From an optimization exercise on the open Yosys and OpenROAD flow, aimed at small area; shortcuts taken in it are not production practice.
In this exercise RTL edits were held to simulation tests only and were not proved equivalent to the original.
No activity file was given, so power comes from the tool's default toggle rates.

Setup of delta:
Design colorMapperTop, start of the top module:
module colorMapperTop (
    input  logic       clk,
    input  logic       arstN,
    input  logic       pixelValid,
    input  colorMapperPkg::coordT      drawX,
    input  colorMapperPkg::coordT      drawY,
    input  colorMapperPkg::coordT      playerX,
    input  colorMapperPkg::coordT      playerY,
    input  logic [3:0] playerInput,
    input  logic       startWildBattle,
    input  logic [2:0] wildIndex,
    output colorMapperPkg::memAddrT    spriteAddr,
    output colorMapperPkg::memAddrT    tileAddr,
    input  colorMapperPkg::rgb12T      spriteData,
    input  colorMapperPkg::rgb12T      tileData,
    output logic       rgbValid,
    output colorMapperPkg::chanT       red,
    output colorMapperPkg::chanT       green,
    output colorMapperPkg::chanT       blue
);
    logic       spriteHit;
    logic       inCircle;
    logic       inFrame;
    logic       litQ, loQ;           
    logic       litM, loM, hitM;     
    logic       validQ, validM;
    spriteAddrGen i_spriteAddrGen (
        .clk(clk), .arstN(arstN),
        .drawX(drawX), .drawY(drawY), .playerX(playerX), .playerY(playerY),
        .playerInput(playerInput), .startWildBattle(startWildBattle),
        .wildIndex(wildIndex), .spriteAddr(spriteAddr), .spriteHit(spriteHit),
        .inCircle(inCircle)
    );
    tileAddrGen i_tileAddrGen (
        .clk(clk), .drawX(drawX), .drawY(drawY), .tileAddr(tileAddr)
    );
    battleBackdrop i_battleBackdrop (
        .drawX(drawX), .drawY(drawY), .inFrame(inFrame)
    );
    always_ff @(posedge clk) begin
        litQ <= startWildBattle & inFrame;
        loQ  <= !startWildBattle | (inFrame & !inCircle);
        litM <= litQ;
        loM  <= loQ;
        hitM <= spriteHit;
    end
  ...
Settings: LEC_CHECK=0, ABC_AREA=1, CAP_MARGIN=20, CORE_MARGIN=2, CORE_UTILIZATION=50, SLEW_MARGIN=20; clock period 20.0 ns.
standard.sh (not shown) runs the stock make flow with config.mk's settings and CLKGATE_MAP_FILE= SYNTH_SCRIPT=/design/flow/synth_recipe.tcl, a recipe that flattens the netlist after the stock synthesis.
==> flow/flow/run.sh <==
#!/bin/bash
# Layout flow: the standard synthesis, then
#  - the logic between the registers re-optimised for area (reopt.sh; the
#    registers keep their names and cell types),
#  - the ORFS layout with buf_1 port buffers, logic cells sized down to their
#    smallest drive before the placement repair, and no dummy clock loads.
# Each step's output goes to its own log in this folder.
set -euo pipefail
WORK="$(pwd)"
FLOWDIR="$(cd "$(dirname "${BASH_SOURCE[0]}")" && pwd)"
RES="$WORK/orfs/results/$FLOW_PLATFORM/colorMapperTop/base"
bash standard.sh synth > synth.log 2>&1
# The platform library without the cells it marks don't-use
python3 "$FLOWDIR/filterlib.py" "$FLOW_HOME/platforms/sky130hd/lib/sky130_fd_sc_hd__tt_025C_1v80.lib" "$WORK/reopt.lib" > filterlib.log 2>&1
cp "$RES/1_2_yosys.v" "$WORK/1_2_yosys.standard.v"
bash "$FLOWDIR/reopt.sh" "$WORK/1_2_yosys.standard.v" "$WORK/reopt.lib" "$WORK/reopt" > reopt.log 2>&1
cp "$WORK/reopt/best.v" "$RES/1_2_yosys.v"
rm -f "$RES/1_synth.odb" "$RES/1_synth.sdc"
bash standard.sh synth > synth_odb.log 2>&1
export BUFFER_PORTS_ARGS="-buffer_cell sky130_fd_sc_hd__buf_1"
export PRE_RESIZE_TCL="$FLOWDIR/downsize.tcl"
export CTS_ARGS="-sink_clustering_enable -repair_clock_nets -dont_use_dummy_load"
bash standard.sh floorplan > floorplan.log 2>&1
bash standard.sh place > place.log 2>&1
bash standard.sh cts > cts.log 2>&1
bash standard.sh route > route.log 2>&1
bash standard.sh finish > finish.log 2>&1
==> flow/flow/reopt.sh <==
#!/bin/bash
# Re-map the combinational logic of the synthesised netlist for area.
# The registers (and every other sequential cell) are kept as they are, with
# their names and cell types; the logic between them is flattened into gates,
# optimised with ABC (several scripts in parallel) and mapped to the platform's
# cells again. The smallest result replaces the netlist.
# usage: reopt.sh NETLIST LIB OUTDIR
set -euo pipefail
NET=$1; LIB=$2; OUT=$3
FLOWDIR="$(cd "$(dirname "${BASH_SOURCE[0]}")" && pwd)"
YOSYS=${YOSYS_EXE:-$FLOW_HOME/../tools/install/yosys/bin/yosys}
mkdir -p "$OUT"
python3 "$FLOWDIR/cellmodels.py" "$LIB" "$NET" "$OUT/comb_cells.v" "$OUT/seq_cells.v"
scripts=(
  "strash; &get -n; &deepsyn -T 240 -S 1; &put; dch; amap; topo"
  "strash; &get -n; &deepsyn -T 240 -S 2; &put; dch; amap; topo"
  "strash; &get -n; &deepsyn -T 240 -S 3; &put; dch; amap; topo"
  "strash; dc2; dch; amap; topo"
)
pids=()
for k in "${!scripts[@]}"; do
  echo "${scripts[$k]}" > "$OUT/s$k.abc"
  cat > "$OUT/s$k.ys" <<EOT
read_verilog -lib $OUT/seq_cells.v
read_verilog $OUT/comb_cells.v
read_verilog $NET
hierarchy -top $FLOW_TOP
flatten
techmap
opt -fast
opt_clean
abc -script $OUT/s$k.abc -liberty $LIB
opt_clean -purge
hilomap -singleton -hicell sky130_fd_sc_hd__conb_1 HI -locell sky130_fd_sc_hd__conb_1 LO
insbuf -buf sky130_fd_sc_hd__buf_4 A X
splitnets
opt_clean -purge
tee -o $OUT/s$k.stat stat -liberty $LIB
write_verilog -noattr -noexpr -nohex -nodec $OUT/s$k.v
EOT
  "$YOSYS" -s "$OUT/s$k.ys" > "$OUT/s$k.log" 2>&1 &
  pids+=($!)
done
best=""; bestArea=""
for k in "${!scripts[@]}"; do
  if wait "${pids[$k]}"; then
    a=$(grep -o "Chip area for module.*" "$OUT/s$k.stat" | grep -o "[0-9.]*$" | tail -1)
    echo "script $k: area $a"
    if [[ -z "$best" ]] || awk "BEGIN{exit !($a < $bestArea)}"; then best=$k; bestArea=$a; fi
  else
    echo "script $k: failed"
  fi
done
[[ -n "$best" ]] || { echo "no result"; exit 1; }
echo "best: script $best, area $bestArea"
cp "$OUT/s$best.v" "$OUT/best.v"
Other scripts of this flow, unchanged in this note and not shown: flow/flow/cellmodels.py, flow/flow/downsize.tcl, flow/flow/filterlib.py
Here is what was changed in the inputs of zinc compared with delta.
--- a/flow/flow/run.sh
+++ b/flow/flow/run.sh
@@ -21,3 +21,5 @@
 export PRE_RESIZE_TCL="$FLOWDIR/downsize.tcl"
-export CTS_ARGS="-sink_clustering_enable -repair_clock_nets -dont_use_dummy_load"
+# One tie cell for each constant level instead of one per constant output
+export SKIP_REPAIR_TIE_FANOUT=1
+export CTS_ARGS="-sink_clustering_enable -sink_clustering_size 60 -sink_clustering_max_diameter 500 -buf_list sky130_fd_sc_hd__clkbuf_16 -root_buf sky130_fd_sc_hd__clkbuf_16 -repair_clock_nets -dont_use_dummy_load"
 bash standard.sh floorplan > floorplan.log 2>&1
--- a/flow/flow/reopt.sh
+++ b/flow/flow/reopt.sh
@@ -14,6 +14,14 @@
 scripts=(
-  "strash; &get -n; &deepsyn -T 240 -S 1; &put; dch; amap; topo"
-  "strash; &get -n; &deepsyn -T 240 -S 2; &put; dch; amap; topo"
-  "strash; &get -n; &deepsyn -T 240 -S 3; &put; dch; amap; topo"
-  "strash; dc2; dch; amap; topo"
+  "strash; &get -n; &deepsyn -T 30 -S 1; &put; dch -f; amap; topo"
+  "strash; dc2; &get -n; &deepsyn -T 30 -S 2; &put; dch -f; amap; topo"
+  "strash; &get -n; &deepsyn -T 30 -S 3; &put; &get -n; &dch; &nf -a -R 1000; &put; topo"
+  "strash; dc2; &get -n; &deepsyn -T 30 -S 4; &put; dch; amap; topo"
+  "strash; &get -n; &deepsyn -T 30 -S 5; &put; dch -f; amap; topo"
+  "strash; dc2; &get -n; &deepsyn -T 30 -S 6; &put; dch -f; amap; topo"
+  "strash; &get -n; &deepsyn -T 30 -S 7; &put; dch; amap; topo"
+  "strash; dc2; &get -n; &deepsyn -T 30 -S 8; &put; &get -n; &dch; &nf -a -R 1000; &put; topo"
+  "strash; &get -n; &deepsyn -T 30 -S 9; &put; dch -f; amap; topo"
+  "strash; dc2; &get -n; &deepsyn -T 30 -S 10; &put; dch -f; amap; topo"
+  "strash; &get -n; &deepsyn -T 30 -S 11; &put; dch; map -a; topo"
+  "strash; dc2; dch -f; amap; topo"
 )
@@ -42,6 +50,8 @@
   pids+=($!)
+  if (( ${#pids[@]} % 4 == 0 )); then wait || true; fi
 done
 best=""; bestArea=""
+wait || true
 for k in "${!scripts[@]}"; do
-  if wait "${pids[$k]}"; then
+  if grep -q "Chip area for module" "$OUT/s$k.stat" 2>/dev/null && [[ -s "$OUT/s$k.v" ]]; then
     a=$(grep -o "Chip area for module.*" "$OUT/s$k.stat" | grep -o "[0-9.]*$" | tail -1)
==> results.txt <==
Looking at switching power total, zinc sits 0.96 uW above delta.
Delta (zinc minus delta): data arrival time at the worst-slack endpoint down 130 ps; worst clock skew down 11 ps; total routed wirelength flat; number of nets in the layout down 13.
zinc vs delta, instance count: zinc lower
zinc vs. delta: first-pass detailed-route iteration total now sits lower, detailed-route via count now sits lower, routed wire length on met3 now sits higher.
--- input diff zinc..violet ---
--- a/flow/flow/run.sh
+++ b/flow/flow/run.sh
@@ -23,3 +23,3 @@
 export SKIP_REPAIR_TIE_FANOUT=1
-export CTS_ARGS="-sink_clustering_enable -sink_clustering_size 60 -sink_clustering_max_diameter 500 -buf_list sky130_fd_sc_hd__clkbuf_16 -root_buf sky130_fd_sc_hd__clkbuf_16 -repair_clock_nets -dont_use_dummy_load"
+export CTS_ARGS="-sink_clustering_enable -repair_clock_nets -dont_use_dummy_load"
 bash standard.sh floorplan > floorplan.log 2>&1
--- a/flow/flow/reopt.sh
+++ b/flow/flow/reopt.sh
@@ -14,13 +14,13 @@
 scripts=(
-  "strash; &get -n; &deepsyn -T 30 -S 1; &put; dch -f; amap; topo"
-  "strash; dc2; &get -n; &deepsyn -T 30 -S 2; &put; dch -f; amap; topo"
-  "strash; &get -n; &deepsyn -T 30 -S 3; &put; &get -n; &dch; &nf -a -R 1000; &put; topo"
-  "strash; dc2; &get -n; &deepsyn -T 30 -S 4; &put; dch; amap; topo"
-  "strash; &get -n; &deepsyn -T 30 -S 5; &put; dch -f; amap; topo"
-  "strash; dc2; &get -n; &deepsyn -T 30 -S 6; &put; dch -f; amap; topo"
-  "strash; &get -n; &deepsyn -T 30 -S 7; &put; dch; amap; topo"
-  "strash; dc2; &get -n; &deepsyn -T 30 -S 8; &put; &get -n; &dch; &nf -a -R 1000; &put; topo"
-  "strash; &get -n; &deepsyn -T 30 -S 9; &put; dch -f; amap; topo"
-  "strash; dc2; &get -n; &deepsyn -T 30 -S 10; &put; dch -f; amap; topo"
-  "strash; &get -n; &deepsyn -T 30 -S 11; &put; dch; map -a; topo"
+  "strash; &get -n; &deepsyn -T 200 -S 1; &put; dch -f; amap; topo"
+  "strash; dc2; &get -n; &deepsyn -T 200 -S 2; &put; dch -f; amap; topo"
+  "strash; &get -n; &deepsyn -T 200 -S 3; &put; &get -n; &dch; &nf -a -R 1000; &put; topo"
+  "strash; dc2; &get -n; &deepsyn -T 200 -S 4; &put; dch; amap; topo"
+  "strash; &get -n; &deepsyn -T 200 -S 5; &put; dch -f; amap; topo"
+  "strash; dc2; &get -n; &deepsyn -T 200 -S 6; &put; dch -f; amap; topo"
+  "strash; &get -n; &deepsyn -T 200 -S 7; &put; dch; amap; topo"
+  "strash; dc2; &get -n; &deepsyn -T 200 -S 8; &put; &get -n; &dch; &nf -a -R 1000; &put; topo"
+  "strash; &get -n; &deepsyn -T 200 -S 9; &put; dch -f; amap; topo"
+  "strash; dc2; &get -n; &deepsyn -T 200 -S 10; &put; dch -f; amap; topo"
+  "strash; &get -n; &deepsyn -T 200 -S 11; &put; dch; map -a; topo"
   "strash; dc2; dch -f; amap; topo"
Notes after the runs:
Comparing violet against zinc, there is no change at all in post-CTS setup buffer count. violet against zinc: routed length per placed instance +5.6%; count of cells along the worst register-to-register path -2; overall die area -about 1.6%; post-synth design cell area -50 um2.

## re-timing with driven ports
How much do the figures lean on ideal ports? The routed layouts below were timed once more, with nothing changed but the port constraints.
Step 1 (the two cells are an assumption about what drives the block):
set clk [get_ports {clk}]
set_driving_cell -lib_cell sky130_fd_sc_hd__clkbuf_16 $clk
set_driving_cell -lib_cell sky130_fd_sc_hd__buf_2 [delete_from_list [all_inputs] $clk]
Step 2 also shifts input and output timing later by t, the mid clock arrival at the registers, as if the neighbouring blocks saw the same clock.
Slacks: ideal / step 1 / step 2; pairs: ideal / step 1.
run | t (ns) | setup slack, ns | worst hold slack (ns)
delta | 0.330 | 10.925 / 10.932 / 10.603 | 0.308 / 0.308 / 0.308
zinc | 0.317 | 10.990 / 10.997 / 10.680 | 0.313 / 0.313 / 0.313
violet | 0.327 | 11.060 / 11.068 / 10.741 | 0.313 / 0.313 / 0.313
After both steps every run listed still meets setup and hold. For delta, which loses most, drivers alone change the setup slack by +0.007 ns; drivers and shift together by -0.322 ns.
